Optimization exercise on an open flow, not production practice.
RTL: at most simulated, not proved equivalent.
Function not checked: runs 1 and 2.
Power: default activity.

==> flow/design.v, too long to show whole: its modules and the start of the top module <==
// module fa_cell: 11 lines
// module ha_cell: 10 lines
// module bsel_cell: 11 lines
// module mac_b: 674 lines
// module mac_c: 63 lines
// module lenet_top: 223 lines
module lenet_top
(
    input  wire                     clk,
    input  wire                     rst,
    input  wire lenet_pkg::mem_wr_t img_wr,
    input  wire lenet_pkg::kernel_t kernel,
    input  wire                     start,
    output logic                    busy,
    output logic                    finish,
    output lenet_pkg::pool_result_t result
);
  // ...
==> flow/flow/run.sh <==
#!/bin/bash
set -euo pipefail
MARGIN=6.0
sed "s/\"\${@:-finish}\"/SETUP_SLACK_MARGIN=${MARGIN} \"\${@:-finish}\"/" standard.sh > standard_margin.sh
grep -q "SETUP_SLACK_MARGIN=${MARGIN}" standard_margin.sh
bash standard_margin.sh > standard_margin.log 2>&1
==> flow/standard.sh <==
#!/bin/bash
# synth_recipe.tcl (not shown) runs the flow's synth.tcl, then flattens the netlist and writes it again
# the make line also repeats each setting of config.mk as NAME=value (left out here)
make -C /OpenROAD-flow-scripts/flow DESIGN_CONFIG=/design/flow/config.mk WORK_HOME=/design/flow/orfs CLKGATE_MAP_FILE= SYNTH_SCRIPT=/design/flow/synth_recipe.tcl "${@:-finish}"
==> flow/config.mk <==
export PLATFORM = sky130hd
export DESIGN_NAME = lenet_top
export DESIGN_NICKNAME = lenet_top
export VERILOG_FILES = /design/flow/design.v
export SDC_FILE = /design/flow/constraint.sdc
export NUM_CORES = 4
export LEC_CHECK = 0
export CAP_MARGIN = 20
export CORE_MARGIN = 2
export CORE_UTILIZATION = 40
export SLEW_MARGIN = 20
export SYNTH_HIERARCHICAL = 1
export SYNTH_MINIMUM_KEEP_SIZE = 0
==> flow/constraint.sdc <==
create_clock -name core_clock -period 10.0 [get_ports {clk}]
set_input_delay 2.0000 -clock core_clock [delete_from_list [all_inputs] [get_ports {clk}]]
set_output_delay 2.0000 -clock core_clock [all_outputs]
set_load 0.01 [all_outputs]
==> impl_metrics.yaml, run 1 <==
layout:
  final-clk-cell-share: 0.0494
  multi_input_area_um2: 38700
  final_util: 0.451
  final_nets: 5876
  drive_gt1_frac: 0.299
  dominant_cells: "multi-input gates"
  seq-cell-share: 0.353
  layout_commonest_cell: "xnor2_1"
  largest_register: "img"
  multi_input_cells: 3516
power_and_ir_drop:
  p_clk_mw: 4.15
  p_leak_nw: 25.0
  p_int_mw: 16.7
floorplan:
  fp.coreArea_um2: 165000
detailed_routing:
  highest_layer: "met5"
  drc: 0
run_status:
  run_status: "no timing/DRC/antenna violations"
setup_path:
  path_class: "reg -> reg"
  path_buf_inv: 3
  critPathCaptureType: "register"
  slowest_stage: "fa_1"
  slowest_delay_ps: 580
synth:
  yosysMostFrequentCell: "xnor2_1"
  synth_common_cells: "xnor2_1 (673), fa_1 (632), edfxtp_1 (575), mux2_2 (524), a22oi_2 (504)"
  synthArstFlopShare: 0
  synthesis.area_um2: 66500
  synth_fa_ha_area_frac: 0.212
min_path:
  hp-start: "t0[2]"
  worstHoldPathCells: 0
placed_design:
  dp_hpwl_um: 154000
  pre_cts_ws_ps: 5630
cts:
  path_clk_slew_ps: 70
  htreeDepth: 3
  numCtsBuffers: 112
  insertion_delay_ps: 790
grt:
  grt-ovfl-total: 0
  grt_start_max_net_pins: 117
==> module mac_c, before the edit <==
module mac_c
(
    input  wire [55:0]      r,
    input  wire [19:0]     k,
    output logic [19:0]     sa,
    output logic [19:0]     sb
);
    logic s1, c2, s3, c4, s5, c6, s7, c8, s9, c10, s11, c12;
    logic s13, c14, s15, c16, s17, c18, s19, c20, s21, c22, s23, c24;
    logic s25, c26, s27, c28, s29, c30, s31, c32, s33, c34, s35, c36;
    logic s37, c38, s39, c40, s41, c42, s43, c44, s45, c46, s47, c48;
    logic s49, c50, s51, c52, s53, c54, s55, c56, s57, c58, s59, c60;
    logic s61, c62, s63, c64, s65, c66, s67, c68, s69, c70, s71, c72;
    logic s73, c74, s75, c76, s77, c78, s79, c80, s81, c82, s83, c84;
    logic s85, c86, s87, c88, s89, c90;
    ha_cell u_s1 (.a(r[8]), .b(r[9]), .s(s1), .co(c2));
    ha_cell u_s3 (.a(r[12]), .b(r[13]), .s(s3), .co(c4));
    fa_cell u_s5 (.a(r[15]), .b(r[16]), .c(r[17]), .s(s5), .co(c6));
    ha_cell u_s7 (.a(r[18]), .b(r[19]), .s(s7), .co(c8));
    fa_cell u_s9 (.a(r[20]), .b(r[21]), .c(r[22]), .s(s9), .co(c10));
    fa_cell u_s11 (.a(r[23]), .b(r[24]), .c(k[8]), .s(s11), .co(c12));
    fa_cell u_s13 (.a(r[25]), .b(r[26]), .c(r[27]), .s(s13), .co(c14));
    fa_cell u_s15 (.a(r[28]), .b(r[29]), .c(k[9]), .s(s15), .co(c16));
    fa_cell u_s17 (.a(r[30]), .b(r[31]), .c(r[32]), .s(s17), .co(c18));
    fa_cell u_s19 (.a(r[33]), .b(r[34]), .c(k[10]), .s(s19), .co(c20));
    fa_cell u_s21 (.a(r[35]), .b(r[36]), .c(r[37]), .s(s21), .co(c22));
    ha_cell u_s23 (.a(r[38]), .b(k[11]), .s(s23), .co(c24));
    fa_cell u_s25 (.a(r[39]), .b(r[40]), .c(r[41]), .s(s25), .co(c26));
    fa_cell u_s27 (.a(r[42]), .b(r[43]), .c(k[12]), .s(s27), .co(c28));
    fa_cell u_s29 (.a(r[44]), .b(r[45]), .c(r[46]), .s(s29), .co(c30));
    fa_cell u_s31 (.a(r[47]), .b(r[48]), .c(r[49]), .s(s31), .co(c32));
    ha_cell u_s33 (.a(r[5]), .b(r[6]), .s(s33), .co(c34));
    fa_cell u_s35 (.a(r[10]), .b(r[11]), .c(k[5]), .s(s35), .co(c36));
    fa_cell u_s37 (.a(r[14]), .b(k[6]), .c(s3), .s(s37), .co(c38));
    fa_cell u_s39 (.a(k[7]), .b(s5), .c(s7), .s(s39), .co(c40));
    fa_cell u_s41 (.a(s9), .b(s11), .c(c6), .s(s41), .co(c42));
    fa_cell u_s43 (.a(s13), .b(s15), .c(c10), .s(s43), .co(c44));
    fa_cell u_s45 (.a(s17), .b(s19), .c(c14), .s(s45), .co(c46));
    fa_cell u_s47 (.a(s21), .b(s23), .c(c18), .s(s47), .co(c48));
    fa_cell u_s49 (.a(s25), .b(s27), .c(c22), .s(s49), .co(c50));
    fa_cell u_s51 (.a(k[13]), .b(s29), .c(c26), .s(s51), .co(c52));
    fa_cell u_s53 (.a(r[50]), .b(k[14]), .c(s31), .s(s53), .co(c54));
    fa_cell u_s55 (.a(r[51]), .b(r[52]), .c(k[15]), .s(s55), .co(c56));
    fa_cell u_s57 (.a(r[53]), .b(r[54]), .c(r[55]), .s(s57), .co(c58));
    ha_cell u_s59 (.a(r[2]), .b(r[3]), .s(s59), .co(c60));
    ha_cell u_s61 (.a(r[4]), .b(k[3]), .s(s61), .co(c62));
    fa_cell u_s63 (.a(r[7]), .b(k[4]), .c(s33), .s(s63), .co(c64));
    fa_cell u_s65 (.a(s1), .b(s35), .c(c34), .s(s65), .co(c66));
    fa_cell u_s67 (.a(c2), .b(s37), .c(c36), .s(s67), .co(c68));
    fa_cell u_s69 (.a(c4), .b(s39), .c(c38), .s(s69), .co(c70));
    fa_cell u_s71 (.a(c8), .b(s41), .c(c40), .s(s71), .co(c72));
    fa_cell u_s73 (.a(c12), .b(s43), .c(c42), .s(s73), .co(c74));
    fa_cell u_s75 (.a(c16), .b(s45), .c(c44), .s(s75), .co(c76));
    fa_cell u_s77 (.a(c20), .b(s47), .c(c46), .s(s77), .co(c78));
    fa_cell u_s79 (.a(c24), .b(s49), .c(c48), .s(s79), .co(c80));
    fa_cell u_s81 (.a(c28), .b(s51), .c(c50), .s(s81), .co(c82));
    fa_cell u_s83 (.a(c30), .b(s53), .c(c52), .s(s83), .co(c84));
    fa_cell u_s85 (.a(c32), .b(s55), .c(c54), .s(s85), .co(c86));
    fa_cell u_s87 (.a(k[16]), .b(s57), .c(c56), .s(s87), .co(c88));
    ha_cell u_s89 (.a(k[17]), .b(c58), .s(s89), .co(c90));
    assign sa = {k[19], k[18], s89, s87, s85, s83, s81, s79, s77, s75, s73, s71, s69, s67, s65, s63, s61, k[2], r[1], r[0]};
    assign sb = {1'b0, c90, c88, c86, c84, c82, c80, c78, c76, c74, c72, c70, c68, c66, c64, c62, c60, s59, k[1], k[0]};
endmodule
==> module lenet_top, before the edit <==
module lenet_top
(
    input  wire                     clk,
    input  wire                     rst,
    input  wire lenet_pkg::mem_wr_t img_wr,
    input  wire lenet_pkg::kernel_t kernel,
    input  wire                     start,
    output logic                    busy,
    output logic                    finish,
    output lenet_pkg::pool_result_t result
);
    localparam int ACC_W = 20;
    logic       running;
    logic       a_act;       
    logic [1:0] rp;          
    logic [2:0] col;         
    logic       a_last;
    logic       rest1;       
    logic       rest2;
    logic       shift;
    logic       b_vld, c_vld, d_vld;
    logic       b_last, c_last, d_last;
    logic [1:0] b_rp, c_rp, d_rp;
    logic [2:0] b_col, c_col, d_col;
    assign a_last = a_act && rp == 2'd2 && col == 3'd5;
    assign shift  = (a_act && rp == 2'd2) || rest1 || rest2;
    always_ff @(posedge clk)
    begin
        if (rst)
        begin
            running <= 1'b0;
            a_act   <= 1'b0;
            rest1   <= 1'b0;
            rest2   <= 1'b0;
            b_vld   <= 1'b0;
            c_vld   <= 1'b0;
            d_vld   <= 1'b0;
            b_last  <= 1'b0;
            c_last  <= 1'b0;
            d_last  <= 1'b0;
            finish  <= 1'b0;
        end
        else
        begin
            rest1  <= a_last;
            rest2  <= rest1;
            b_vld  <= a_act;
            c_vld  <= b_vld;
            d_vld  <= c_vld;
            b_last <= a_last;
            c_last <= b_last;
            d_last <= c_last;
            finish <= d_last;
            if (!running)
            begin
                running <= start;
                a_act   <= start;
            end
            else
            begin
                if (a_last)
                    a_act <= 1'b0;
                if (d_last)
                    running <= 1'b0;
            end
        end
    end
    always_ff @(posedge clk)
    begin
        if (!running)
        begin
            rp  <= '0;
            col <= '0;
        end
        else if (a_act)
        begin
            rp <= rp + 2'd1;
            if (rp == 2'd2)
            begin
                rp  <= '0;
                col <= col + 3'd1;
            end
        end
        b_rp  <= rp;
        c_rp  <= b_rp;
        d_rp  <= c_rp;
        b_col <= col;
        c_col <= b_col;
        d_col <= c_col;
    end
    assign busy = running;
    logic [8-1:0] img [64];
    lenet_pkg::mem_wr_t wr_q;    
    always_ff @(posedge clk)
        wr_q <= img_wr;
    genvar gi;
    generate
        for (gi = 0; gi < 64; gi++)
        begin : g_img
            always_ff @(posedge clk)
            begin
                if (wr_q.en && wr_q.addr == gi)
                    img[gi] <= wr_q.data;
                else if (shift)
                    img[gi] <= img[(gi & 56) | ((gi + 1) & 7)];
            end
        end
    endgenerate
    logic [8:0][3:0]   one_q, two_q, neg_q;
    logic [7:0]        bias_q;
    logic [ACC_W-1:0]  krow_q;
    logic [8:0][8:0]   wx;       
    always_comb
        for (int t = 0; t < 9; t++)
            wx[t] = {kernel.weight[t], 1'b0};
    always_ff @(posedge clk)
    begin
        for (int t = 0; t < 9; t++)
            for (int i = 0; i < 4; i++)
            begin
                one_q[t][i] <= wx[t][2 * i + 1] ^ wx[t][2 * i];
                two_q[t][i] <= (wx[t][2 * i + 2] & ~wx[t][2 * i + 1] & ~wx[t][2 * i])
                             | (~wx[t][2 * i + 2] & wx[t][2 * i + 1] & wx[t][2 * i]);
                neg_q[t][i] <= wx[t][2 * i + 2];
            end
        bias_q <= kernel.bias;
    end
    logic [11:0]       nsum_q;
    logic [7:0]        bias2_q;
    always_ff @(posedge clk)
    begin
        nsum_q  <= 12'(neg_q[0][3] * 64 + neg_q[0][2] * 16 + neg_q[0][1] * 4 + neg_q[0][0])
                 + 12'(neg_q[1][3] * 64 + neg_q[1][2] * 16 + neg_q[1][1] * 4 + neg_q[1][0])
                 + 12'(neg_q[2][3] * 64 + neg_q[2][2] * 16 + neg_q[2][1] * 4 + neg_q[2][0])
                 + 12'(neg_q[3][3] * 64 + neg_q[3][2] * 16 + neg_q[3][1] * 4 + neg_q[3][0])
                 + 12'(neg_q[4][3] * 64 + neg_q[4][2] * 16 + neg_q[4][1] * 4 + neg_q[4][0])
                 + 12'(neg_q[5][3] * 64 + neg_q[5][2] * 16 + neg_q[5][1] * 4 + neg_q[5][0])
                 + 12'(neg_q[6][3] * 64 + neg_q[6][2] * 16 + neg_q[6][1] * 4 + neg_q[6][0])
                 + 12'(neg_q[7][3] * 64 + neg_q[7][2] * 16 + neg_q[7][1] * 4 + neg_q[7][0])
                 + 12'(neg_q[8][3] * 64 + neg_q[8][2] * 16 + neg_q[8][1] * 4 + neg_q[8][0]);
        bias2_q <= bias_q;
        krow_q  <= ACC_W'({{(ACC_W - 12){bias2_q[7]}}, bias2_q, 4'b0})
                 + ACC_W'(nsum_q) - (ACC_W'(nsum_q) << 9);
    end
    logic [8-1:0] win [4][3];
    always_ff @(posedge clk)
    begin
        for (int i = 0; i < 4; i++)
            for (int k = 0; k < 3; k++)
                case (rp)
                    2'd0:    win[i][k] <= img[(i    ) * 8 + k];
                    2'd1:    win[i][k] <= img[(i + 2) * 8 + k];
                    default: win[i][k] <= img[(i + 4) * 8 + k];
                endcase
    end
    logic [8:0][7:0] p0, p1;
    always_comb
    begin
        for (int t = 0; t < 9; t++)
        begin
            p0[t] = win[t / 3][t % 3];
            p1[t] = win[t / 3 + 1][t % 3];
        end
    end
    logic [56-1:0] rb0, rb1, rb0_q, rb1_q;
    mac_b mb0_i (.p(p0), .one(one_q), .two(two_q), .neg(neg_q), .r(rb0));
    mac_b mb1_i (.p(p1), .one(one_q), .two(two_q), .neg(neg_q), .r(rb1));
    always_ff @(posedge clk)
    begin
        rb0_q <= rb0;
        rb1_q <= rb1;
    end
    function automatic logic [6:0] clamp(input logic [ACC_W-1:0] a);
        if (a[ACC_W-1])
            clamp = 7'd0;
        else if (|a[ACC_W-2:4+7])
            clamp = 7'd127;
        else
            clamp = a[4+6:4];
    endfunction
    logic [ACC_W-1:0] sa0, sb0, sa1, sb1;
    logic [6:0]       c0_q, c1_q;
    mac_c mc0_i (.r(rb0_q), .k(krow_q), .sa(sa0), .sb(sb0));
    mac_c mc1_i (.r(rb1_q), .k(krow_q), .sa(sa1), .sb(sb1));
    always_ff @(posedge clk)
    begin
        c0_q <= clamp(sa0 + sb0);
        c1_q <= clamp(sa1 + sb1);
    end
    logic [6:0] pm, t0, t1, t2, bm;
    logic       g01, g0t, g1t;
    always_comb
    begin
        g01 = c0_q > c1_q;
        g0t = c0_q > t2;
        g1t = c1_q > t2;
        pm  = g01 ? c0_q : c1_q;
        if (g01 && g0t)
            bm = c0_q;
        else if (!g01 && g1t)
            bm = c1_q;
        else
            bm = t2;
    end
    always_ff @(posedge clk)
    begin
        t0 <= pm;
        t1 <= t0;
        t2 <= t1;
    end
    logic [6:0] res [9];
    generate
        for (gi = 0; gi < 9; gi++)
        begin : g_res
            always_ff @(posedge clk)
            begin
                if (d_vld && d_col[0] && d_rp == gi / 3 && d_col[2:1] == gi % 3)
                    res[gi] <= bm;
            end
            assign result.value[gi] = {1'b0, res[gi]};
        end
    endgenerate
endmodule
==> run 2: changes to the inputs <==
--- a/flow/design.v
+++ b/flow/design.v
@@ -52,17 +52,17 @@
     assign x = ((one & pj) | (two & pk)) ^ neg;
 endmodule
 module mac_b
 (
     input  wire [8:0][7:0] p,
     input  wire [8:0][3:0] one,
     input  wire [8:0][3:0] two,
     input  wire [8:0][3:0] neg,
-    output logic [55:0]     r
+    output logic [73:0]     r
 );
     logic x1, x2, x3, x4, x5, x6, x7, x8, x9, x10, x11, x12;
     logic x13, x14, x15, x16, x17, x18, x19, x20, x21, x22, x23, x24;
     logic x25, x26, x27, x28, x29, x30, x31, x32, x33, x34, x35, x36;
     logic x37, x38, x39, x40, x41, x42, x43, x44, x45, x46, x47, x48;
     logic x49, x50, x51, x52, x53, x54, x55, x56, x57, x58, x59, x60;
     logic x61, x62, x63, x64, x65, x66, x67, x68, x69, x70, x71, x72;
     logic x73, x74, x75, x76, x77, x78, x79, x80, x81, x82, x83, x84;
@@ -122,20 +122,17 @@
     logic s721, c722, s723, c724, s725, c726, s727, c728, s729, c730, s731, c732;
     logic s733, c734, s735, c736, s737, c738, s739, c740, s741, c742, s743, c744;
     logic s745, c746, s747, c748, s749, c750, s751, c752, s753, c754, s755, c756;
     logic s757, c758, s759, c760, s761, c762, s763, c764, s765, c766, s767, c768;
     logic s769, c770, s771, c772, s773, c774, s775, c776, s777, c778, s779, c780;
     logic s781, c782, s783, c784, s785, c786, s787, c788, s789, c790, s791, c792;
     logic s793, c794, s795, c796, s797, c798, s799, c800, s801, c802, s803, c804;
     logic s805, c806, s807, c808, s809, c810, s811, c812, s813, c814, s815, c816;
-    logic s817, c818, s819, c820, s821, c822, s823, c824, s825, c826, s827, c828;
-    logic s829, c830, s831, c832, s833, c834, s835, c836, s837, c838, s839, c840;
-    logic s841, c842, s843, c844, s845, c846, s847, c848, s849, c850, s851, c852;
-    logic s853, c854, s855, c856, s857, c858, s859, c860;
+    logic s817, c818, s819, c820, s821, c822, s823, c824;
     assign x1 = ((one[0][0] & p[0][0])) ^ neg[0][0];
     bsel_cell u_x2 (.one(one[0][0]), .two(two[0][0]), .neg(neg[0][0]), .pj(p[0][1]), .pk(p[0][0]), .x(x2));
     bsel_cell u_x3 (.one(one[0][0]), .two(two[0][0]), .neg(neg[0][0]), .pj(p[0][2]), .pk(p[0][1]), .x(x3));
     bsel_cell u_x4 (.one(one[0][0]), .two(two[0][0]), .neg(neg[0][0]), .pj(p[0][3]), .pk(p[0][2]), .x(x4));
     bsel_cell u_x5 (.one(one[0][0]), .two(two[0][0]), .neg(neg[0][0]), .pj(p[0][4]), .pk(p[0][3]), .x(x5));
     bsel_cell u_x6 (.one(one[0][0]), .two(two[0][0]), .neg(neg[0][0]), .pj(p[0][5]), .pk(p[0][4]), .x(x6));
     bsel_cell u_x7 (.one(one[0][0]), .two(two[0][0]), .neg(neg[0][0]), .pj(p[0][6]), .pk(p[0][5]), .x(x7));
     bsel_cell u_x8 (.one(one[0][0]), .two(two[0][0]), .neg(neg[0][0]), .pj(p[0][7]), .pk(p[0][6]), .x(x8));
@@ -700,98 +697,101 @@
     fa_cell u_s809 (.a(c744), .b(c746), .c(c748), .s(s809), .co(c810));
     fa_cell u_s811 (.a(c750), .b(s751), .c(s753), .s(s811), .co(c812));
     fa_cell u_s813 (.a(s755), .b(s661), .c(s663), .s(s813), .co(c814));
     fa_cell u_s815 (.a(c752), .b(c754), .c(c756), .s(s815), .co(c816));
     fa_cell u_s817 (.a(s757), .b(s759), .c(s761), .s(s817), .co(c818));
     fa_cell u_s819 (.a(c758), .b(c760), .c(c762), .s(s819), .co(c820));
     fa_cell u_s821 (.a(s763), .b(s765), .c(s677), .s(s821), .co(c822));
     fa_cell u_s823 (.a(c764), .b(c766), .c(s767), .s(s823), .co(c824));
-    fa_cell u_s825 (.a(c772), .b(s773), .c(s559), .s(s825), .co(c826));
-    fa_cell u_s827 (.a(c774), .b(s775), .c(s695), .s(s827), .co(c828));
-    fa_cell u_s829 (.a(c776), .b(s777), .c(s779), .s(s829), .co(c830));
-    fa_cell u_s831 (.a(c778), .b(c780), .c(s781), .s(s831), .co(c832));
-    fa_cell u_s833 (.a(s783), .b(s711), .c(s595), .s(s833), .co(c834));
-    fa_cell u_s835 (.a(c782), .b(c784), .c(s785), .s(s835), .co(c836));
-    fa_cell u_s837 (.a(c786), .b(c788), .c(c790), .s(s837), .co(c838));
-    fa_cell u_s839 (.a(s791), .b(s793), .c(s795), .s(s839), .co(c840));
-    fa_cell u_s841 (.a(c792), .b(c794), .c(c796), .s(s841), .co(c842));
-    fa_cell u_s843 (.a(s797), .b(s799), .c(s801), .s(s843), .co(c844));
-    fa_cell u_s845 (.a(c798), .b(c800), .c(c802), .s(s845), .co(c846));
-    fa_cell u_s847 (.a(s803), .b(s805), .c(s807), .s(s847), .co(c848));
-    fa_cell u_s849 (.a(c804), .b(c806), .c(c808), .s(s849), .co(c850));
-    fa_cell u_s851 (.a(s809), .b(s811), .c(s813), .s(s851), .co(c852));
-    fa_cell u_s853 (.a(c810), .b(c812), .c(c814), .s(s853), .co(c854));
-    fa_cell u_s855 (.a(c816), .b(c818), .c(s819), .s(s855), .co(c856));
-    fa_cell u_s857 (.a(c820), .b(c822), .c(s823), .s(s857), .co(c858));
-    fa_cell u_s859 (.a(c824), .b(c768), .c(s769), .s(s859), .co(c860));
-    assign r = {c684, c770, c860, s859, c858, s681, s679, s857, c856, s821, s855, c854, s817, s815, s853, c852, c850, s851, s849, c848, c846, s653, s847, s845, c844, c842, s741, s843, s841, c840, c838, s627, s731, s839, s837, c836, s789, s787, s835, c834, c832, s833, s831, c830, s581, s579, s829, c828, s697, s827, c826, s825, s551, s771, s685, s541};
+    assign r = {c684, c770, s769, c768, c824, s681, s679, s823, c822, c820, s821, s819, c818, c816, s817, s815, c814, c812, c810, s813, s811, s809, c808, c806, c804, s653, s807, s805, s803, c802, c800, c798, s741, s801, s799, s797, c796, c794, c792, s627, s731, s795, s793, s791, c790, c788, c786, s789, s787, s785, c784, c782, s595, s711, s783, s781, c780, c778, s581, s579, s779, s777, c776, s697, s695, s775, c774, s559, s773, c772, s551, s771, s685, s541};
 endmodule
 module mac_c
 (
-    input  wire [55:0]      r,
+    input  wire [73:0]      r,
     input  wire [19:0]     k,
     output logic [19:0]     sa,
     output logic [19:0]     sb
 );
     logic s1, c2, s3, c4, s5, c6, s7, c8, s9, c10, s11, c12;
     logic s13, c14, s15, c16, s17, c18, s19, c20, s21, c22, s23, c24;
     logic s25, c26, s27, c28, s29, c30, s31, c32, s33, c34, s35, c36;
     logic s37, c38, s39, c40, s41, c42, s43, c44, s45, c46, s47, c48;
     logic s49, c50, s51, c52, s53, c54, s55, c56, s57, c58, s59, c60;
     logic s61, c62, s63, c64, s65, c66, s67, c68, s69, c70, s71, c72;
     logic s73, c74, s75, c76, s77, c78, s79, c80, s81, c82, s83, c84;
-    logic s85, c86, s87, c88, s89, c90;
-    ha_cell u_s1 (.a(r[8]), .b(r[9]), .s(s1), .co(c2));
-    ha_cell u_s3 (.a(r[12]), .b(r[13]), .s(s3), .co(c4));
-    fa_cell u_s5 (.a(r[15]), .b(r[16]), .c(r[17]), .s(s5), .co(c6));
-    ha_cell u_s7 (.a(r[18]), .b(r[19]), .s(s7), .co(c8));
-    fa_cell u_s9 (.a(r[20]), .b(r[21]), .c(r[22]), .s(s9), .co(c10));
-    fa_cell u_s11 (.a(r[23]), .b(r[24]), .c(k[8]), .s(s11), .co(c12));
-    fa_cell u_s13 (.a(r[25]), .b(r[26]), .c(r[27]), .s(s13), .co(c14));
-    fa_cell u_s15 (.a(r[28]), .b(r[29]), .c(k[9]), .s(s15), .co(c16));
-    fa_cell u_s17 (.a(r[30]), .b(r[31]), .c(r[32]), .s(s17), .co(c18));
-    fa_cell u_s19 (.a(r[33]), .b(r[34]), .c(k[10]), .s(s19), .co(c20));
-    fa_cell u_s21 (.a(r[35]), .b(r[36]), .c(r[37]), .s(s21), .co(c22));
-    ha_cell u_s23 (.a(r[38]), .b(k[11]), .s(s23), .co(c24));
-    fa_cell u_s25 (.a(r[39]), .b(r[40]), .c(r[41]), .s(s25), .co(c26));
-    fa_cell u_s27 (.a(r[42]), .b(r[43]), .c(k[12]), .s(s27), .co(c28));
-    fa_cell u_s29 (.a(r[44]), .b(r[45]), .c(r[46]), .s(s29), .co(c30));
-    fa_cell u_s31 (.a(r[47]), .b(r[48]), .c(r[49]), .s(s31), .co(c32));
-    ha_cell u_s33 (.a(r[5]), .b(r[6]), .s(s33), .co(c34));
-    fa_cell u_s35 (.a(r[10]), .b(r[11]), .c(k[5]), .s(s35), .co(c36));
-    fa_cell u_s37 (.a(r[14]), .b(k[6]), .c(s3), .s(s37), .co(c38));
-    fa_cell u_s39 (.a(k[7]), .b(s5), .c(s7), .s(s39), .co(c40));
-    fa_cell u_s41 (.a(s9), .b(s11), .c(c6), .s(s41), .co(c42));
-    fa_cell u_s43 (.a(s13), .b(s15), .c(c10), .s(s43), .co(c44));
-    fa_cell u_s45 (.a(s17), .b(s19), .c(c14), .s(s45), .co(c46));
-    fa_cell u_s47 (.a(s21), .b(s23), .c(c18), .s(s47), .co(c48));
-    fa_cell u_s49 (.a(s25), .b(s27), .c(c22), .s(s49), .co(c50));
-    fa_cell u_s51 (.a(k[13]), .b(s29), .c(c26), .s(s51), .co(c52));
-    fa_cell u_s53 (.a(r[50]), .b(k[14]), .c(s31), .s(s53), .co(c54));
-    fa_cell u_s55 (.a(r[51]), .b(r[52]), .c(k[15]), .s(s55), .co(c56));
-    fa_cell u_s57 (.a(r[53]), .b(r[54]), .c(r[55]), .s(s57), .co(c58));
-    ha_cell u_s59 (.a(r[2]), .b(r[3]), .s(s59), .co(c60));
-    ha_cell u_s61 (.a(r[4]), .b(k[3]), .s(s61), .co(c62));
-    fa_cell u_s63 (.a(r[7]), .b(k[4]), .c(s33), .s(s63), .co(c64));
-    fa_cell u_s65 (.a(s1), .b(s35), .c(c34), .s(s65), .co(c66));
-    fa_cell u_s67 (.a(c2), .b(s37), .c(c36), .s(s67), .co(c68));
-    fa_cell u_s69 (.a(c4), .b(s39), .c(c38), .s(s69), .co(c70));
-    fa_cell u_s71 (.a(c8), .b(s41), .c(c40), .s(s71), .co(c72));
-    fa_cell u_s73 (.a(c12), .b(s43), .c(c42), .s(s73), .co(c74));
-    fa_cell u_s75 (.a(c16), .b(s45), .c(c44), .s(s75), .co(c76));
-    fa_cell u_s77 (.a(c20), .b(s47), .c(c46), .s(s77), .co(c78));
-    fa_cell u_s79 (.a(c24), .b(s49), .c(c48), .s(s79), .co(c80));
-    fa_cell u_s81 (.a(c28), .b(s51), .c(c50), .s(s81), .co(c82));
-    fa_cell u_s83 (.a(c30), .b(s53), .c(c52), .s(s83), .co(c84));
-    fa_cell u_s85 (.a(c32), .b(s55), .c(c54), .s(s85), .co(c86));
-    fa_cell u_s87 (.a(k[16]), .b(s57), .c(c56), .s(s87), .co(c88));
-    ha_cell u_s89 (.a(k[17]), .b(c58), .s(s89), .co(c90));
-    assign sa = {k[19], k[18], s89, s87, s85, s83, s81, s79, s77, s75, s73, s71, s69, s67, s65, s63, s61, k[2], r[1], r[0]};
-    assign sb = {1'b0, c90, c88, c86, c84, c82, c80, c78, c76, c74, c72, c70, c68, c66, c64, c62, c60, s59, k[1], k[0]};
+    logic s85, c86, s87, c88, s89, c90, s91, c92, s93, c94, s95, c96;
+    logic s97, c98, s99, c100, s101, c102, s103, c104, s105, c106, s107, c108;
+    logic s109, c110, s111, c112, s113, c114, s115, c116, s117, c118, s119, c120;
+    logic s121, c122, s123, c124, s125, c126;
+    ha_cell u_s1 (.a(r[16]), .b(r[17]), .s(s1), .co(c2));
+    ha_cell u_s3 (.a(r[22]), .b(r[23]), .s(s3), .co(c4));
+    fa_cell u_s5 (.a(r[27]), .b(r[28]), .c(r[29]), .s(s5), .co(c6));
+    fa_cell u_s7 (.a(r[30]), .b(r[31]), .c(r[32]), .s(s7), .co(c8));
+    fa_cell u_s9 (.a(r[35]), .b(r[36]), .c(r[37]), .s(s9), .co(c10));
+    fa_cell u_s11 (.a(r[38]), .b(r[39]), .c(r[40]), .s(s11), .co(c12));
+    fa_cell u_s13 (.a(r[42]), .b(r[43]), .c(r[44]), .s(s13), .co(c14));
+    fa_cell u_s15 (.a(r[45]), .b(r[46]), .c(r[47]), .s(s15), .co(c16));
+    fa_cell u_s17 (.a(r[49]), .b(r[50]), .c(r[51]), .s(s17), .co(c18));
+    ha_cell u_s19 (.a(r[52]), .b(r[53]), .s(s19), .co(c20));
+    fa_cell u_s21 (.a(r[55]), .b(r[56]), .c(r[57]), .s(s21), .co(c22));
+    ha_cell u_s23 (.a(r[7]), .b(r[8]), .s(s23), .co(c24));
+    fa_cell u_s25 (.a(r[11]), .b(r[12]), .c(r[13]), .s(s25), .co(c26));
+    ha_cell u_s27 (.a(r[14]), .b(r[15]), .s(s27), .co(c28));
+    fa_cell u_s29 (.a(r[18]), .b(r[19]), .c(r[20]), .s(s29), .co(c30));
+    fa_cell u_s31 (.a(r[21]), .b(k[6]), .c(s1), .s(s31), .co(c32));
+    fa_cell u_s33 (.a(r[24]), .b(r[25]), .c(r[26]), .s(s33), .co(c34));
+    fa_cell u_s35 (.a(k[7]), .b(s3), .c(c2), .s(s35), .co(c36));
+    fa_cell u_s37 (.a(r[33]), .b(r[34]), .c(k[8]), .s(s37), .co(c38));
+    fa_cell u_s39 (.a(s5), .b(s7), .c(c4), .s(s39), .co(c40));
+    fa_cell u_s41 (.a(r[41]), .b(k[9]), .c(s9), .s(s41), .co(c42));
+    fa_cell u_s43 (.a(s11), .b(c6), .c(c8), .s(s43), .co(c44));
+    fa_cell u_s45 (.a(r[48]), .b(k[10]), .c(s13), .s(s45), .co(c46));
+    fa_cell u_s47 (.a(s15), .b(c10), .c(c12), .s(s47), .co(c48));
+    fa_cell u_s49 (.a(r[54]), .b(k[11]), .c(s17), .s(s49), .co(c50));
+    fa_cell u_s51 (.a(s19), .b(c14), .c(c16), .s(s51), .co(c52));
+    fa_cell u_s53 (.a(r[58]), .b(r[59]), .c(k[12]), .s(s53), .co(c54));
+    fa_cell u_s55 (.a(s21), .b(c18), .c(c20), .s(s55), .co(c56));
+    fa_cell u_s57 (.a(r[60]), .b(r[61]), .c(r[62]), .s(s57), .co(c58));
+    fa_cell u_s59 (.a(r[63]), .b(k[13]), .c(c22), .s(s59), .co(c60));
+    fa_cell u_s61 (.a(r[64]), .b(r[65]), .c(r[66]), .s(s61), .co(c62));
+    fa_cell u_s63 (.a(r[67]), .b(r[68]), .c(k[14]), .s(s63), .co(c64));
+    fa_cell u_s65 (.a(r[69]), .b(r[70]), .c(r[71]), .s(s65), .co(c66));
+    ha_cell u_s67 (.a(r[4]), .b(r[5]), .s(s67), .co(c68));
+    fa_cell u_s69 (.a(r[9]), .b(r[10]), .c(k[4]), .s(s69), .co(c70));
+    fa_cell u_s71 (.a(k[5]), .b(s25), .c(s27), .s(s71), .co(c72));
+    fa_cell u_s73 (.a(s29), .b(s31), .c(c26), .s(s73), .co(c74));
+    fa_cell u_s75 (.a(s33), .b(s35), .c(c30), .s(s75), .co(c76));
+    fa_cell u_s77 (.a(s37), .b(s39), .c(c34), .s(s77), .co(c78));
+    fa_cell u_s79 (.a(s41), .b(s43), .c(c38), .s(s79), .co(c80));
+    fa_cell u_s81 (.a(s45), .b(s47), .c(c42), .s(s81), .co(c82));
+    fa_cell u_s83 (.a(s49), .b(s51), .c(c46), .s(s83), .co(c84));
+    fa_cell u_s85 (.a(s53), .b(s55), .c(c50), .s(s85), .co(c86));
+    fa_cell u_s87 (.a(s57), .b(s59), .c(c54), .s(s87), .co(c88));
+    fa_cell u_s89 (.a(s61), .b(s63), .c(c58), .s(s89), .co(c90));
+    fa_cell u_s91 (.a(k[15]), .b(s65), .c(c62), .s(s91), .co(c92));
+    fa_cell u_s93 (.a(r[72]), .b(r[73]), .c(k[16]), .s(s93), .co(c94));
+    ha_cell u_s95 (.a(r[2]), .b(r[3]), .s(s95), .co(c96));
+    fa_cell u_s97 (.a(r[6]), .b(k[3]), .c(s67), .s(s97), .co(c98));
+    fa_cell u_s99 (.a(s23), .b(s69), .c(c68), .s(s99), .co(c100));
+    fa_cell u_s101 (.a(c24), .b(s71), .c(c70), .s(s101), .co(c102));
+    fa_cell u_s103 (.a(c28), .b(s73), .c(c72), .s(s103), .co(c104));
+    fa_cell u_s105 (.a(c32), .b(s75), .c(c74), .s(s105), .co(c106));
+    fa_cell u_s107 (.a(c36), .b(s77), .c(c76), .s(s107), .co(c108));
+    fa_cell u_s109 (.a(c40), .b(s79), .c(c78), .s(s109), .co(c110));
+    fa_cell u_s111 (.a(c44), .b(s81), .c(c80), .s(s111), .co(c112));
+    fa_cell u_s113 (.a(c48), .b(s83), .c(c82), .s(s113), .co(c114));
+    fa_cell u_s115 (.a(c52), .b(s85), .c(c84), .s(s115), .co(c116));
+    fa_cell u_s117 (.a(c56), .b(s87), .c(c86), .s(s117), .co(c118));
+    fa_cell u_s119 (.a(c60), .b(s89), .c(c88), .s(s119), .co(c120));
+    fa_cell u_s121 (.a(c64), .b(s91), .c(c90), .s(s121), .co(c122));
+    fa_cell u_s123 (.a(c66), .b(s93), .c(c92), .s(s123), .co(c124));
+    ha_cell u_s125 (.a(k[17]), .b(c94), .s(s125), .co(c126));
+    assign sa = {k[19], k[18], s125, s123, s121, s119, s117, s115, s113, s111, s109, s107, s105, s103, s101, s99, s97, k[2], r[1], r[0]};
+    assign sb = {1'b0, c126, c124, c122, c120, c118, c116, c114, c112, c110, c108, c106, c104, c102, c100, c98, c96, s95, k[1], k[0]};
 endmodule
 `default_nettype wire
 `default_nettype none
 module lenet_top
 (
     input  wire                     clk,
     input  wire                     rst,
     input  wire lenet_pkg::mem_wr_t img_wr,
@@ -912,32 +912,30 @@
             begin
                 one_q[t][i] <= wx[t][2 * i + 1] ^ wx[t][2 * i];
                 two_q[t][i] <= (wx[t][2 * i + 2] & ~wx[t][2 * i + 1] & ~wx[t][2 * i])
                              | (~wx[t][2 * i + 2] & wx[t][2 * i + 1] & wx[t][2 * i]);
                 neg_q[t][i] <= wx[t][2 * i + 2];
             end
         bias_q <= kernel.bias;
     end
-    logic [11:0]       nsum_q;
+    logic [9:0]        nsa_q, nsb_q;
     logic [7:0]        bias2_q;
+    logic [9:0]        nw [9];
+    always_comb
+        for (int t = 0; t < 9; t++)
+            nw[t] = {3'b0, neg_q[t][3], 1'b0, neg_q[t][2], 1'b0, neg_q[t][1], 1'b0, neg_q[t][0]};
     always_ff @(posedge clk)
     begin
-        nsum_q  <= 12'(neg_q[0][3] * 64 + neg_q[0][2] * 16 + neg_q[0][1] * 4 + neg_q[0][0])
-                 + 12'(neg_q[1][3] * 64 + neg_q[1][2] * 16 + neg_q[1][1] * 4 + neg_q[1][0])
-                 + 12'(neg_q[2][3] * 64 + neg_q[2][2] * 16 + neg_q[2][1] * 4 + neg_q[2][0])
-                 + 12'(neg_q[3][3] * 64 + neg_q[3][2] * 16 + neg_q[3][1] * 4 + neg_q[3][0])
-                 + 12'(neg_q[4][3] * 64 + neg_q[4][2] * 16 + neg_q[4][1] * 4 + neg_q[4][0])
-                 + 12'(neg_q[5][3] * 64 + neg_q[5][2] * 16 + neg_q[5][1] * 4 + neg_q[5][0])
-                 + 12'(neg_q[6][3] * 64 + neg_q[6][2] * 16 + neg_q[6][1] * 4 + neg_q[6][0])
-                 + 12'(neg_q[7][3] * 64 + neg_q[7][2] * 16 + neg_q[7][1] * 4 + neg_q[7][0])
-                 + 12'(neg_q[8][3] * 64 + neg_q[8][2] * 16 + neg_q[8][1] * 4 + neg_q[8][0]);
+        nsa_q   <= nw[0] + nw[1] + nw[2] + nw[3] + nw[4];
+        nsb_q   <= nw[5] + nw[6] + nw[7] + nw[8];
         bias2_q <= bias_q;
         krow_q  <= ACC_W'({{(ACC_W - 12){bias2_q[7]}}, bias2_q, 4'b0})
-                 + ACC_W'(nsum_q) - (ACC_W'(nsum_q) << 9);
+                 + ACC_W'(nsa_q) + ACC_W'(nsb_q)
+                 - (ACC_W'(nsa_q) << 9) - (ACC_W'(nsb_q) << 9);
     end
     logic [8-1:0] win [4][3];
     always_ff @(posedge clk)
     begin
         for (int i = 0; i < 4; i++)
             for (int k = 0; k < 3; k++)
                 case (rp)
                     2'd0:    win[i][k] <= img[(i    ) * 8 + k];
@@ -949,53 +947,66 @@
     always_comb
     begin
         for (int t = 0; t < 9; t++)
         begin
             p0[t] = win[t / 3][t % 3];
             p1[t] = win[t / 3 + 1][t % 3];
         end
     end
-    logic [56-1:0] rb0, rb1, rb0_q, rb1_q;
+    logic [74-1:0] rb0, rb1, rb0_q, rb1_q;
     mac_b mb0_i (.p(p0), .one(one_q), .two(two_q), .neg(neg_q), .r(rb0));
     mac_b mb1_i (.p(p1), .one(one_q), .two(two_q), .neg(neg_q), .r(rb1));
     always_ff @(posedge clk)
     begin
         rb0_q <= rb0;
         rb1_q <= rb1;
     end
-    function automatic logic [6:0] clamp(input logic [ACC_W-1:0] a);
-        if (a[ACC_W-1])
-            clamp = 7'd0;
-        else if (|a[ACC_W-2:4+7])
-            clamp = 7'd127;
-        else
-            clamp = a[4+6:4];
-    endfunction
     logic [ACC_W-1:0] sa0, sb0, sa1, sb1;
-    logic [6:0]       c0_q, c1_q;
+    logic [ACC_W-1:4] sa0_q, sb0_q, sa1_q, sb1_q;
+    logic             cy0_q, cy1_q;
+    logic [4:0]       lo0, lo1;
     mac_c mc0_i (.r(rb0_q), .k(krow_q), .sa(sa0), .sb(sb0));
     mac_c mc1_i (.r(rb1_q), .k(krow_q), .sa(sa1), .sb(sb1));
+    assign lo0 = 5'(sa0[3:0]) + 5'(sb0[3:0]);
+    assign lo1 = 5'(sa1[3:0]) + 5'(sb1[3:0]);
     always_ff @(posedge clk)
     begin
-        c0_q <= clamp(sa0 + sb0);
-        c1_q <= clamp(sa1 + sb1);
+        sa0_q <= sa0[ACC_W-1:4];
+        sb0_q <= sb0[ACC_W-1:4];
+        sa1_q <= sa1[ACC_W-1:4];
+        sb1_q <= sb1[ACC_W-1:4];
+        cy0_q <= lo0[4];
+        cy1_q <= lo1[4];
     end
-    logic [6:0] pm, t0, t1, t2, bm;
+    function automatic logic [6:0] clamp(input logic [ACC_W-5:0] a);
+        if (a[ACC_W-5])
+            clamp = 7'd0;
+        else if (|a[ACC_W-6:7])
+            clamp = 7'd127;
+        else
+            clamp = a[6:0];
+    endfunction
+    logic [ACC_W-4:0] e0, e1;
+    logic [6:0] c0, c1, pm, t0, t1, t2, bm;
     logic       g01, g0t, g1t;
     always_comb
     begin
-        g01 = c0_q > c1_q;
-        g0t = c0_q > t2;
-        g1t = c1_q > t2;
-        pm  = g01 ? c0_q : c1_q;
+        e0  = {sa0_q, cy0_q} + {sb0_q, cy0_q};
+        e1  = {sa1_q, cy1_q} + {sb1_q, cy1_q};
+        c0  = clamp(e0[ACC_W-4:1]);
+        c1  = clamp(e1[ACC_W-4:1]);
+        g01 = c0 > c1;
+        g0t = c0 > t2;
+        g1t = c1 > t2;
+        pm  = g01 ? c0 : c1;
         if (g01 && g0t)
-            bm = c0_q;
+            bm = c0;
         else if (!g01 && g1t)
-            bm = c1_q;
+            bm = c1;
         else
             bm = t2;
     end
     always_ff @(posedge clk)
     begin
         t0 <= pm;
         t1 <= t0;
         t2 <= t1;
==> flow/flow/run.sh (replaced) <==
#!/bin/bash
set -euo pipefail
MARGIN=6.5
sed "s/\"\${@:-finish}\"/SETUP_SLACK_MARGIN=${MARGIN} \"\${@:-finish}\"/" standard.sh > standard_margin.sh
grep -q "SETUP_SLACK_MARGIN=${MARGIN}" standard_margin.sh
bash standard_margin.sh > standard_margin.log 2>&1
==> run 2 against run 1 <==
Compared with the run above:
- still clean
- cell count rose by 5.8%
- register-to-register slack got worse by 900 ps
- clock power rose by 14%
- sequential power rose by 16%
- core utilization rose by 1.1 points
- synthesized cell count rose by 3.8%
- highest routed layer unchanged
==> impl_metrics.yaml, run 2 <==
placed_design:
  dp_hpwl_um: 157000
  port_buffers: 162
  placed_cells: 7387
  pre_cts_ws_ps: 4820
  dpl_cell_area_um2: 72800
  finalWeightedCongestion: 0.930
grt:
  grtUsageMet2: 0.400
  busiest_layer: "met2"
  grt_util_all_layers: 0.254
  grt_pass1_vias: 44878
  grt-ovfl-total: 0
  grt.met1_usage: 0.334
  grt_pass1_wl_um: 322000
  grt_start_max_net_pins: 107
  grt_antenna_before_repair: 12
  use_met3: 0.0486
floorplan:
  die_h_um: 420
  fp.dieW_um: 420
  row_count: 152
  io_pins: 172
  die-area_um2: 176000
  fp.coreArea_um2: 172000
  initial_utilization: 0.403
layout:
  layout_common_cells: "xnor2_1 (671), fa_1 (634), edfxtp_1 (575), mux2_2 (513), a22oi_2 (504)"
  fin_cells: 7739
  final_nets: 6186
  final_util: 0.462
  area_delta_synth_final_pct: 14.7
  final_cell_area_um2: 79200
  largest_register: "img"
  drive_gt1_frac: 0.314
  largest_reg_flops: 512
  reg.largest.list: "img x512, win x96"
  layout_commonest_cell: "xnor2_1"
synth:
  yosysSeqAreaShare: 0.406
  synthesis.area_um2: 69100
  netlist_instances: 5106
  netlist_top_cells_area: "edfxtp_1 (25%), fa_1 (18%), dfxtp_1 (16%)"
  synth_common_cells: "xnor2_1 (674), fa_1 (636), edfxtp_1 (575), dfxtp_1 (538), mux2_2 (514)"
  ys_seq_elements: 1113
  synth_cell_types: 66
  synth_top_area_frac: 0.250
  synthArstFlopShare: 0
  yosysWarningCount: 11
  synth_area_per_cell_um2: 13.5
  synthFlopType: "edfxtp_1"
  synth-edff-count: 575
  yosysMostFrequentCell: "xnor2_1"
  yosys.area.top_type: "edfxtp_1"
sta:
  relSlewSlack: 0.252
  post-route-period-util: 0.489
  tightest_slew_ps: 1110
  hold_violations: 0
  fin_hold_ws_ps: 326
  rsz0062_at_grt: "true"
  final_max_slew_viol_count: 0
  min_period_ps: 4890
  setup_viol: 0
  final.setup.worst_slack_ps: 5110
  setup_tns_ps: 0
  fin_skew_ps: 39.9
  fmax_mhz: 205
cts:
  numCtsBuffers: 121
  clock-sinks: 1113
  insertion_delay_ps: 770
  path_clk_slew_ps: 60
  cts_tree: "yes"
  clk_path_buf_depth: 3
  cts_root_buf: "clkbuf_16"
  hold_buffers: 0
  htreeDepth: 3
setup_path:
  required_ps: 10650
  path_buf_inv: 3
  slowest_stage: "fa_1"
  path_cells: "inv_2 -> ha_4 -> ha_4 -> inv_2 -> fa_2 -> nor2b_2 -> o21ai_2 -> a21boi_2 -> o21ai_2 -> a21oi_2 -> o21a_2 -> nor4_4 -> a311oi_4 -> fa_1 -> inv_2 -> ha_4 -> o21a_1 -> o21a_1 -> o21a_1 -> o21a_1 -> o31a_1 -> or3_1 -> a31oi_2 -> xnor2_1"
  critPathTopFamily: "compound AO/OA/AOI/OAI gates"
  critPathArrivalTime_ps: 5540
  path_common_cell: "o21a_1"
  slowest_delay_ps: 480
  critPathCaptureType: "register"
  critical_path.max_fanout: 3
  critPathLaunchType: "register"
  path_class: "reg -> reg"
power_and_ir_drop:
  p_leak_nw: 27.2
  powerDensity_nw_per_um2: 339
  finalPower_mw: 26.9
  irDropWorstVdd_mv: 0.626
detailed_routing:
  wl_um: 226000
  vias_per_cell: 5.58
  drc: 0
  vias: 43207
  wl_per_cell_um: 29.2
  drtIter0Drc: 4053
  drtAntennaViolNets: 0
  first_pass_iters: 6
job:
  cap_violations: 0
min_path:
  hold_class: "reg -> reg"
run_status:
  run_status: "no timing/DRC/antenna violations"
run 2: cell types whose count changed in the layout (fill, tap and decap cells not counted), sizes merged, moves of 14 or more:
cell | previous run | this run
buf | 141 | 268
clkbuf | 141 | 163
clkdlybuf4s15 | 0 | 31
clkdlybuf4s50 | 162 | 97
clkinv | 50 | 36
dfxtp | 442 | 538
dlygate4sd2 | 0 | 33
ha | 116 | 132
nor2 | 78 | 104
run 2: worst paths after layout:
| kind | startpoint | endpoint | slack [ps] | cells after the start |
|---|---|---|---|---|
| worst min register to register | c_col[0] | d_col[0] | 330 | 0 |
| worst max-delay path | nsa_q[1] | krow_q[19] | 5110 | 24 |
| worst min-delay path | c_col[0] | d_col[0] | 330 | 0 |
| worst max register to register | nsa_q[1] | krow_q[19] | 5110 | 24 |
run 2: area by class of cell:
cell class | count | area [um2]
fillers | 15227 | 92300
flip-flops and latches | 1113 | 28100
clock inverters | 65 | 822
diodes | 5 | 12.5
repair buffers | 430 | 3870
multi-input cells | 3596 | 39900
clock buffers | 162 | 3440
inverters | 58 | 218
well taps | 2310 | 2890
run 2: power breakdown:
part / internal [mW] / total [mW] / leakage, nW / switching [mW]
logic: 6.96 / 15.5 / 15.4 / 8.50
clock network: 2.76 / 4.75 / 2.09 / 1.98
registers: 6.10 / 6.64 / 9.71 / 0.538
run 2: layer usage:
metal / vias up / wire, um
li1: 18423 / -
met1: 22194 / 92000
met2: 2036 / 103000
met3: 552 / 17100
met4: 2 / 13200
met5: - / 19
run 2: cells by family (layout without fill, tap and decap cells):
kind of cell	after synthesis	in the layout	synth area share
multiplexers	614	614	0.0983
XOR/XNOR	715	715	0.0907
adder cells (fa/ha/maj)	768	768	0.208
AND/OR/NAND/NOR	662	662	0.0429
AO/OA/AOI/OAI	819	826	0.118
other	3	16	0.000163
flip-flops	1113	1113	0.406
buffers and inverters	412	715	0.0353
run 2: repair_timing:
item,4_1_cts,5_1_grt
setup endpoints to repair,258,99
buffers inserted,72,40
resized for setup,222,143
gates cloned,7,0
pin swaps,52,79
run 2: worst register-to-register path: stages (launching register included):
cell and delay, ps:
dfxtp_2 340, inv_2 40, ha_4 260, ha_4 130, inv_2 40, fa_2 360
nor2b_2 130, o21ai_2 80, a21boi_2 160, o21ai_2 80, a21oi_2 190, o21a_2 200
nor4_4 50, a311oi_4 250, fa_1 480, inv_2 80, ha_4 200, o21a_1 120
o21a_1 200, o21a_1 210, o21a_1 180, o31a_1 290, or3_1 410, a31oi_2 190
xnor2_1 90
run 2: per-module statistics from Yosys, one instance, submodules excluded:
module | copies in the design | flip-flops and latches | cell area (um2)
lenet_top | 1 | 1113 | 42400
mac_b | 2 | 0 | 1460
mac_c | 2 | 0 | 304
bsel_cell | 504 | 0 | 21.3
fa_cell | 610 | 0 | 20.0
ha_cell | 16 | 0 | 12.5
==> run 3: changes to the inputs <==
--- a/flow/design.v
+++ b/flow/design.v
@@ -810,10 +810,10 @@
     logic       rest1;       
     logic       rest2;
     logic       shift;
-    logic       b_vld, c_vld, d_vld;
-    logic       b_last, c_last, d_last;
-    logic [1:0] b_rp, c_rp, d_rp;
-    logic [2:0] b_col, c_col, d_col;
+    logic       b_vld, c_vld, d_vld, e_vld;
+    logic       b_last, c_last, d_last, e_last;
+    logic [1:0] b_rp, c_rp, d_rp, e_rp;
+    logic [2:0] b_col, c_col, d_col, e_col;
     assign a_last = a_act && rp == 2'd2 && col == 3'd5;
     assign shift  = (a_act && rp == 2'd2) || rest1 || rest2;
     always_ff @(posedge clk)
@@ -827,9 +827,11 @@
             b_vld   <= 1'b0;
             c_vld   <= 1'b0;
             d_vld   <= 1'b0;
+            e_vld   <= 1'b0;
             b_last  <= 1'b0;
             c_last  <= 1'b0;
             d_last  <= 1'b0;
+            e_last  <= 1'b0;
             finish  <= 1'b0;
         end
         else
@@ -839,10 +841,12 @@
             b_vld  <= a_act;
             c_vld  <= b_vld;
             d_vld  <= c_vld;
+            e_vld  <= d_vld;
             b_last <= a_last;
             c_last <= b_last;
             d_last <= c_last;
-            finish <= d_last;
+            e_last <= d_last;
+            finish <= e_last;
             if (!running)
             begin
                 running <= start;
@@ -852,7 +856,7 @@
             begin
                 if (a_last)
                     a_act <= 1'b0;
-                if (d_last)
+                if (e_last)
                     running <= 1'b0;
             end
         end
@@ -876,9 +880,11 @@
         b_rp  <= rp;
         c_rp  <= b_rp;
         d_rp  <= c_rp;
+        e_rp  <= d_rp;
         b_col <= col;
         c_col <= b_col;
         d_col <= c_col;
+        e_col <= d_col;
     end
     assign busy = running;
     logic [8-1:0] img [64];
@@ -917,20 +923,25 @@
             end
         bias_q <= kernel.bias;
     end
-    logic [9:0]        nsa_q, nsb_q;
-    logic [7:0]        bias2_q;
-    logic [9:0]        nw [9];
+    logic [10:0]       n_q;
+    logic [8:0]        bias32_q;
+    logic [10:0]       nw [9];
+    logic [ACC_W-1:0]  kx, ky, kz, ks, kc;
     always_comb
+    begin
         for (int t = 0; t < 9; t++)
-            nw[t] = {3'b0, neg_q[t][3], 1'b0, neg_q[t][2], 1'b0, neg_q[t][1], 1'b0, neg_q[t][0]};
+            nw[t] = {4'b0, neg_q[t][3], 1'b0, neg_q[t][2], 1'b0, neg_q[t][1], 1'b0, neg_q[t][0]};
+        kx = ACC_W'({{(ACC_W - 13){bias32_q[8]}}, bias32_q, 4'b0});
+        ky = ACC_W'(n_q);
+        kz = {~n_q, 9'b0};
+        ks = kx ^ ky ^ kz;
+        kc = ((kx & ky) | (kx & kz) | (ky & kz)) << 1;
+    end
     always_ff @(posedge clk)
     begin
-        nsa_q   <= nw[0] + nw[1] + nw[2] + nw[3] + nw[4];
-        nsb_q   <= nw[5] + nw[6] + nw[7] + nw[8];
-        bias2_q <= bias_q;
-        krow_q  <= ACC_W'({{(ACC_W - 12){bias2_q[7]}}, bias2_q, 4'b0})
-                 + ACC_W'(nsa_q) + ACC_W'(nsb_q)
-                 - (ACC_W'(nsa_q) << 9) - (ACC_W'(nsb_q) << 9);
+        n_q      <= nw[0] + nw[1] + nw[2] + nw[3] + nw[4] + nw[5] + nw[6] + nw[7] + nw[8];
+        bias32_q <= {bias_q[7], bias_q} + 9'd32;
+        krow_q   <= ks + kc;
     end
     logic [8-1:0] win [4][3];
     always_ff @(posedge clk)
@@ -986,22 +997,26 @@
             clamp = a[6:0];
     endfunction
     logic [ACC_W-4:0] e0, e1;
-    logic [6:0] c0, c1, pm, t0, t1, t2, bm;
+    logic [6:0]       c0_q, c1_q;
+    assign e0 = {sa0_q, cy0_q} + {sb0_q, cy0_q};
+    assign e1 = {sa1_q, cy1_q} + {sb1_q, cy1_q};
+    always_ff @(posedge clk)
+    begin
+        c0_q <= clamp(e0[ACC_W-4:1]);
+        c1_q <= clamp(e1[ACC_W-4:1]);
+    end
+    logic [6:0] pm, t0, t1, t2, bm;
     logic       g01, g0t, g1t;
     always_comb
     begin
-        e0  = {sa0_q, cy0_q} + {sb0_q, cy0_q};
-        e1  = {sa1_q, cy1_q} + {sb1_q, cy1_q};
-        c0  = clamp(e0[ACC_W-4:1]);
-        c1  = clamp(e1[ACC_W-4:1]);
-        g01 = c0 > c1;
-        g0t = c0 > t2;
-        g1t = c1 > t2;
-        pm  = g01 ? c0 : c1;
+        g01 = c0_q > c1_q;
+        g0t = c0_q > t2;
+        g1t = c1_q > t2;
+        pm  = g01 ? c0_q : c1_q;
         if (g01 && g0t)
-            bm = c0;
+            bm = c0_q;
         else if (!g01 && g1t)
-            bm = c1;
+            bm = c1_q;
         else
             bm = t2;
     end
@@ -1017,7 +1032,7 @@
         begin : g_res
             always_ff @(posedge clk)
             begin
-                if (d_vld && d_col[0] && d_rp == gi / 3 && d_col[2:1] == gi % 3)
+                if (e_vld && e_col[0] && e_rp == gi / 3 && e_col[2:1] == gi % 3)
                     res[gi] <= bm;
             end
             assign result.value[gi] = {1'b0, res[gi]};
==> flow/flow/run.sh (replaced) <==
#!/bin/bash
set -euo pipefail
MARGIN=6.3
sed "s/\"\${@:-finish}\"/SETUP_SLACK_MARGIN=${MARGIN} \"\${@:-finish}\"/" standard.sh > standard_margin.sh
grep -q "SETUP_SLACK_MARGIN=${MARGIN}" standard_margin.sh
bash standard_margin.sh > standard_margin.log 2>&1
==> run 3 against run 2 <==
Compared with the run above:
- routed wire length shrank 0.81%
- register-to-register slack gained 1200 ps
- non-clock buffer count shrank 136
- sequential share of layout area grew 1.5 points
- design area shrank 2.8%
- maximum frequency grew 33%
- count of clock-buffer cells in the layout grew 10
- via count shrank 3.0%
- cell count shrank 2.2%
- combinational power shrank 28%
- setup slack gained 1200 ps
- critical path type unchanged
- largest power group unchanged
==> impl_metrics.yaml, run 3 <==
setup_path:
  required_ps: 10640
  critPathArrivalTime_ps: 4300
  critPathCaptureType: "register"
  path_class: "reg -> reg"
  critPathLaunchType: "register"
  critical_path.max_fanout: 16
  r2r_slack_ps: 6340
floorplan:
  die_h_um: 420
  initial_utilization: 0.403
  die-area_um2: 176000
  io_pins: 172
  row_count: 152
  fp.coreArea_um2: 172000
  fp.dieW_um: 420
detailed_routing:
  vias: 41892
  wl_um: 224000
  drtAntennaViolNets: 0
  drc: 0
  drtIter0Drc: 4462
  wl_per_cell_um: 29.6
  vias_per_cell: 5.53
  first_pass_iters: 5
layout:
  reg.largest.list: "img x512, win x96"
  layout_common_cells: "xnor2_1 (668), fa_1 (633), edfxtp_1 (575), mux2_2 (525), a22oi_2 (504)"
  fin_cells: 7570
  drive_gt1_frac: 0.284
  largest_reg_flops: 512
  area_delta_synth_final_pct: 11.3
  largest_register: "img"
  final_cell_area_um2: 77000
  layout_commonest_cell: "xnor2_1"
  final_util: 0.448
  final_nets: 6014
power_and_ir_drop:
  irDropWorstVdd_mv: 0.192
  powerDensity_nw_per_um2: 293
  p_leak_nw: 26.5
synth:
  synthArstFlopShare: 0
  ys_seq_elements: 1127
  synthesis.area_um2: 69200
  yosysMostFrequentCell: "xnor2_1"
  synth_top_area_frac: 0.250
  synth-edff-count: 575
  synth_common_cells: "xnor2_1 (669), fa_1 (635), edfxtp_1 (575), dfxtp_1 (552), mux2_2 (525)"
  yosys.area.top_type: "edfxtp_1"
  netlist_top_cells_area: "edfxtp_1 (25%), fa_1 (18%), dfxtp_1 (16%)"
  netlist_instances: 5066
  yosysWarningCount: 11
  synth_cell_types: 70
  synthFlopType: "edfxtp_1"
  yosysSeqAreaShare: 0.409
  synth_area_per_cell_um2: 13.7
placed_design:
  pre_cts_ws_ps: 5780
  port_buffers: 162
  placed_cells: 7293
  dp_hpwl_um: 164000
  dpl_cell_area_um2: 72300
  finalWeightedCongestion: 0.983
cts:
  numCtsBuffers: 132
  cts_tree: "yes"
  cts_root_buf: "clkbuf_16"
  clock-sinks: 1127
  clk_path_buf_depth: 3
  insertion_delay_ps: 810
  path_clk_slew_ps: 60
  hold_buffers: 0
  htreeDepth: 4
sta:
  fin_skew_ps: 49.3
  min_period_ps: 3660
  final_max_slew_viol_count: 0
  post-route-period-util: 0.366
  final.setup.worst_slack_ps: 6340
  rsz0062_at_grt: "true"
  hold_violations: 0
  tightest_slew_ps: 1080
  relSlewSlack: 0.279
  setup_tns_ps: 0
  fmax_mhz: 273
  setup_viol: 0
grt:
  grt_antenna_before_repair: 19
  grt_pass1_wl_um: 319000
  grt_pass1_vias: 43103
  grt-ovfl-total: 0
  grt_start_max_net_pins: 95
  grt_util_all_layers: 0.255
job:
  cap_violations: 0
run_status:
  run_status: "no timing/DRC/antenna violations"
min_path:
  hold_class: "reg -> reg"
==> run 3: path summary, 6_finish.rpt <==
kind | startpoint | endpoint | cells after the start
setup / recovery | two_q[32] | rb0_q[44] | 6
hold / removal | t1[0] | t2[0] | 0
setup reg to reg | two_q[32] | rb0_q[44] | 6
hold reg to reg | t1[0] | t2[0] | 0
==> run 3: per-layer routing <==
metal  GRT usage  vias to the layer above  wire length [um]  share of wire
met4       0.132                        4             13000          0.058
met5           0                        -                24        0.00011
met2       0.406                     1831            104000           0.47
met3      0.0457                      429             16000          0.072
li1            -                    18027                 -              -
met1       0.332                    21601             90600           0.40
==> run 3: cell type report <==
class                   instances  area (um2)
clock buffers                 172        3610
diodes                          2        5.00
repair buffers                294        2580
flip-flops and latches       1127       28500
inverters                      76         285
clock inverters                66         703
multi-input cells            3523       38500
well taps                    2310        2890
fillers                     15385       94700
==> run 3: worst max-delay path: stages, from the launching register on <==
cell     delay, ps
dfxtp_1       1030
nand2_1        180
xnor2_1        270
fa_1           480
fa_1           510
fa_1           520
fa_1           530
==> run 3: kinds of logic (layout without fill, tap and decap cells) <==
group           after synthesis  count (layout)  synth area share
buf+inv                     424             608            0.0359
simple gates                578             578            0.0373
fa+ha+maj                   762             762             0.207
xor+xnor                    717             717            0.0908
other cells                   3              13          0.000163
compound gates              825             825             0.119
mux                         630             630             0.101
flops                      1127            1127             0.409
==> run 3: power breakdown <==
group	internal, mW	switching (mW)
Combinational	4.74	6.47
Clock	2.82	2.02
Sequential	5.91	0.632
Total	13.5	9.11
==> run 3: modules after synthesis (local to each module, per instance) <==
module     area (um2)  flip-flops and latches  cells
mac_c             304                       0     41
lenet_top       42500                    1127   2914
mac_b            1460                       0    218
bsel_cell        21.3                       0      2
fa_cell          20.0                       0      1
ha_cell          12.5                       0      1
==> run 3: through the flow <==
| step | power [mW] | hold slack, ps |
|---|---|---|
| 3_5_place_dp | 17.7 | 312 |
| 5_1_grt | 23.9 | 329 |
| 4_1_cts | 22.6 | 325 |
| 3_3_place_gp | 17.5 | 311 |
| 6_report | 22.6 | 318 |
| 2_1_floorplan | 16.7 | 310 |
==> run 3: repair_timing <==
action / CTS / global route
pin swaps: 0 / 2
endpoints found under the setup margin: 117 / 83
resized for setup: 92 / 39
buffers inserted: 13 / 24
Testbench counts of run 3, summed over its fixed seeds: cycles 9,696.
==> run 4: changes to the inputs <==
==> flow/flow/run.sh (replaced) <==
#!/bin/bash
set -euo pipefail
MARGIN=6.6
sed "s/\"\${@:-finish}\"/SETUP_SLACK_MARGIN=${MARGIN} \"\${@:-finish}\"/" standard.sh > standard_margin.sh
grep -q "SETUP_SLACK_MARGIN=${MARGIN}" standard_margin.sh
bash standard_margin.sh > standard_margin.log 2>&1
==> run 4 against run 3 <==
Compared with the run above:
- critical path type unchanged
- area after synthesis did not move
- still clean
- clock power rose by 2%
- highest routed layer unchanged
- worst hold slack improved by 2.6 ps
- sequential share of layout area rose by 0.20 points
==> impl_metrics.yaml, run 4 <==
run_status:
  run_status: "no timing/DRC/antenna violations"
floorplan:
  initial_utilization: 0.403
  die_h_um: 420
  fp.coreArea_um2: 172000
  die-area_um2: 176000
  fp.dieW_um: 420
  row_count: 152
  io_pins: 172
layout:
  layout_common_cells: "xnor2_1 (658), fa_1 (625), edfxtp_1 (575), mux2_2 (525), a22oi_2 (504)"
  final_cell_area_um2: 77100
  drive_gt1_frac: 0.308
  final_nets: 5988
  reg.largest.list: "img x512, win x96"
  fill_cells: 15324
  largest_reg_flops: 512
  layout_commonest_cell: "xnor2_1"
  area_delta_synth_final_pct: 11.4
  largest_register: "img"
grt:
  grt_antenna_before_repair: 14
  grt_start_max_net_pins: 106
  grt_pass1_vias: 42713
  grt_util_all_layers: 0.257
  grt-ovfl-total: 0
  grt_pass1_wl_um: 320000
detailed_routing:
  first_pass_iters: 6
  wl_um: 225000
  vias: 41587
  vias_per_cell: 5.51
  drc: 0
  drtAntennaViolNets: 0
  drtIter0Drc: 4132
  wl_per_cell_um: 29.9
placed_design:
  port_buffers: 162
  dp_hpwl_um: 165000
  dpl_cell_area_um2: 72200
  finalWeightedCongestion: 0.953
cts:
  path_clk_slew_ps: 60
  clock-sinks: 1127
  insertion_delay_ps: 810
  numCtsBuffers: 132
  clk_path_buf_depth: 3
  htreeDepth: 4
  cts_tree: "yes"
  cts_root_buf: "clkbuf_16"
sta:
  tightest_slew_ps: 1110
  rsz0062_at_grt: "true"
  hold_violations: 0
  post-route-period-util: 0.348
  setup_viol: 0
  fmax_mhz: 287
  setup_tns_ps: 0
  final_max_slew_viol_count: 0
  fin_skew_ps: 35.1
  min_period_ps: 3480
  relSlewSlack: 0.251
synth:
  synthesis.area_um2: 69200
  yosysSeqAreaShare: 0.409
  netlist_top_cells_area: "edfxtp_1 (25%), fa_1 (18%), dfxtp_1 (16%)"
  ys_seq_elements: 1127
  synth-simple-area-share: 0.0373
  synth_common_cells: "xnor2_1 (669), fa_1 (635), edfxtp_1 (575), dfxtp_1 (552), mux2_2 (525)"
  synthArstFlopShare: 0
  synth-xor-area-share: 0.0908
  netlist_instances: 5066
  synth_fa_ha_area_frac: 0.207
  synth_compound_area_frac: 0.119
  yosysWarningCount: 11
  synth-edff-count: 575
  synth_area_per_cell_um2: 13.7
  synth_top_family_by_area: "adder cells"
  synth_top_area_frac: 0.250
  synth_mux_area_frac: 0.101
  synthFlopType: "edfxtp_1"
  synth_cell_types: 70
  yosysMostFrequentCell: "xnor2_1"
  yosys.area.top_type: "edfxtp_1"
power_and_ir_drop:
  p_int_mw: 13.4
  switching_power_mw: 8.76
  powerDensity_nw_per_um2: 288
  irDropWorstVdd_mv: 0.193
  p_sw_frac: 0.395
  pwr-share-clk: 0.222
  share_seq_of_total_power: 0.298
  p_leak_nw: 26.5
  power_frac_comb: 0.480
setup_path:
  critPathArrivalTime_ps: 4170
  path_cells: "fa_2 -> ha_2 -> inv_2 -> fa_2 -> inv_2 -> fa_2 -> ha_2 -> fa_2 -> a21o_1 -> a21oi_2 -> o21bai_1 -> a21oi_2 -> nor2b_1 -> o21a_1"
  critical_path.max_fanout: 2
  slowest_stage: "fa_2"
  slowest_delay_ps: 630
  path_class: "reg -> reg"
  required_ps: 10690
  critPathLaunchType: "register"
  critPathTopFamily: "adder cells"
  critPathCaptureType: "register"
  path_buf_inv: 2
  path_common_cell: "fa_2"
min_path:
  hold_class: "reg -> reg"
job:
  cap_violations: 0
-- run 4: kinds of logic (layout without fill, tap and decap cells) --
kind of cell    Yosys count  after routing
mux                     630            630
compound gates          825            825
other cells               3             12
flops                  1127           1127
xor+xnor                717            717
fa+ha+maj               762            762
simple gates            578            578
buf+inv                 424            582
-- run 4: worst paths after layout --
path	cells after the start	slack, ps	end	from
worst max-delay path	14	6520	n_q[10]	neg_q[8]
worst min-delay path	0	320	t2[0]	t1[0]
worst max register to register	14	6520	n_q[10]	neg_q[8]
worst min register to register	0	320	t2[0]	t1[0]
-- run 4: modules after synthesis (local to each module, per instance) --
module | times used | cell area [um2] | cells inside
mac_b | 2 | 1460 | 218
ha_cell | 16 | 12.5 | 1
bsel_cell | 504 | 21.3 | 2
lenet_top | 1 | 42500 | 2914
mac_c | 2 | 304 | 41
fa_cell | 610 | 20.0 | 1
-- run 4: stage by stage --
step | std cells | utilization | total power [mW] | hold slack, ps | setup WS [ps]
floorplan | 5074 | - | 16.7 | 310 | 6480
finish | 7543 | 0.449 | 22.2 | 320 | 6520
CTS | 7536 | 0.447 | 22.2 | 323 | 6390
global route | 7542 | 0.449 | 23.6 | 328 | 6390
global placement | 7271 | 0.420 | 17.0 | 310 | 5990
detailed placement | 7272 | 0.420 | 17.2 | 312 | 6060
-- run 4: repair_timing --
item	in CTS	in global routing
pin swaps	7	11
gates resized for setup	378	83
buffers inserted	26	6
hold buffers	0	0
setup endpoints to repair	193	130
-- run 4: layer usage --
layer | GRT usage | up-vias | part of all wire
met5 | 0 | - | 0.00018
met4 | 0.129 | 4 | 0.057
met3 | 0.0457 | 410 | 0.068
met2 | 0.409 | 1755 | 0.47
met1 | 0.336 | 21470 | 0.41
li1 | - | 17948 | -
-- run 4: worst reg2reg max path, stage by stage, from the launching register on --
cell and delay, ps:
dfxtp_4 370, fa_2 630, ha_2 190, inv_2 40, fa_2 340, inv_2 60, fa_2 420, ha_2 200
fa_2 370, a21o_1 180, a21oi_2 130, o21bai_1 90, a21oi_2 140, nor2b_1 70, o21a_1 160
-- run 4: final cells by class --
class                   instances  area [um2]  share of cell area
clock buffers                 181        3820              0.0496
well taps                    2310        2890              0.0375
inverters                      76         285             0.00370
flip-flops and latches       1127       28600               0.372
multi-input cells            3523       38600               0.501
repair buffers                268        2190              0.0284
diodes                          1        2.50           0.0000325
clock inverters                57         589             0.00765
-- run 4: power by group through the flow --
stage | clock, mW | combinational (mW) | sequential [mW]
2_1_floorplan | 0 | 10.2 | 6.47
3_3_place_gp | 0 | 10.2 | 6.73
3_5_place_dp | 0 | 10.4 | 6.74
4_1_cts | 5.04 | 10.6 | 6.61
5_1_grt | 5.21 | 11.8 | 6.65
6_report | 4.93 | 10.7 | 6.61
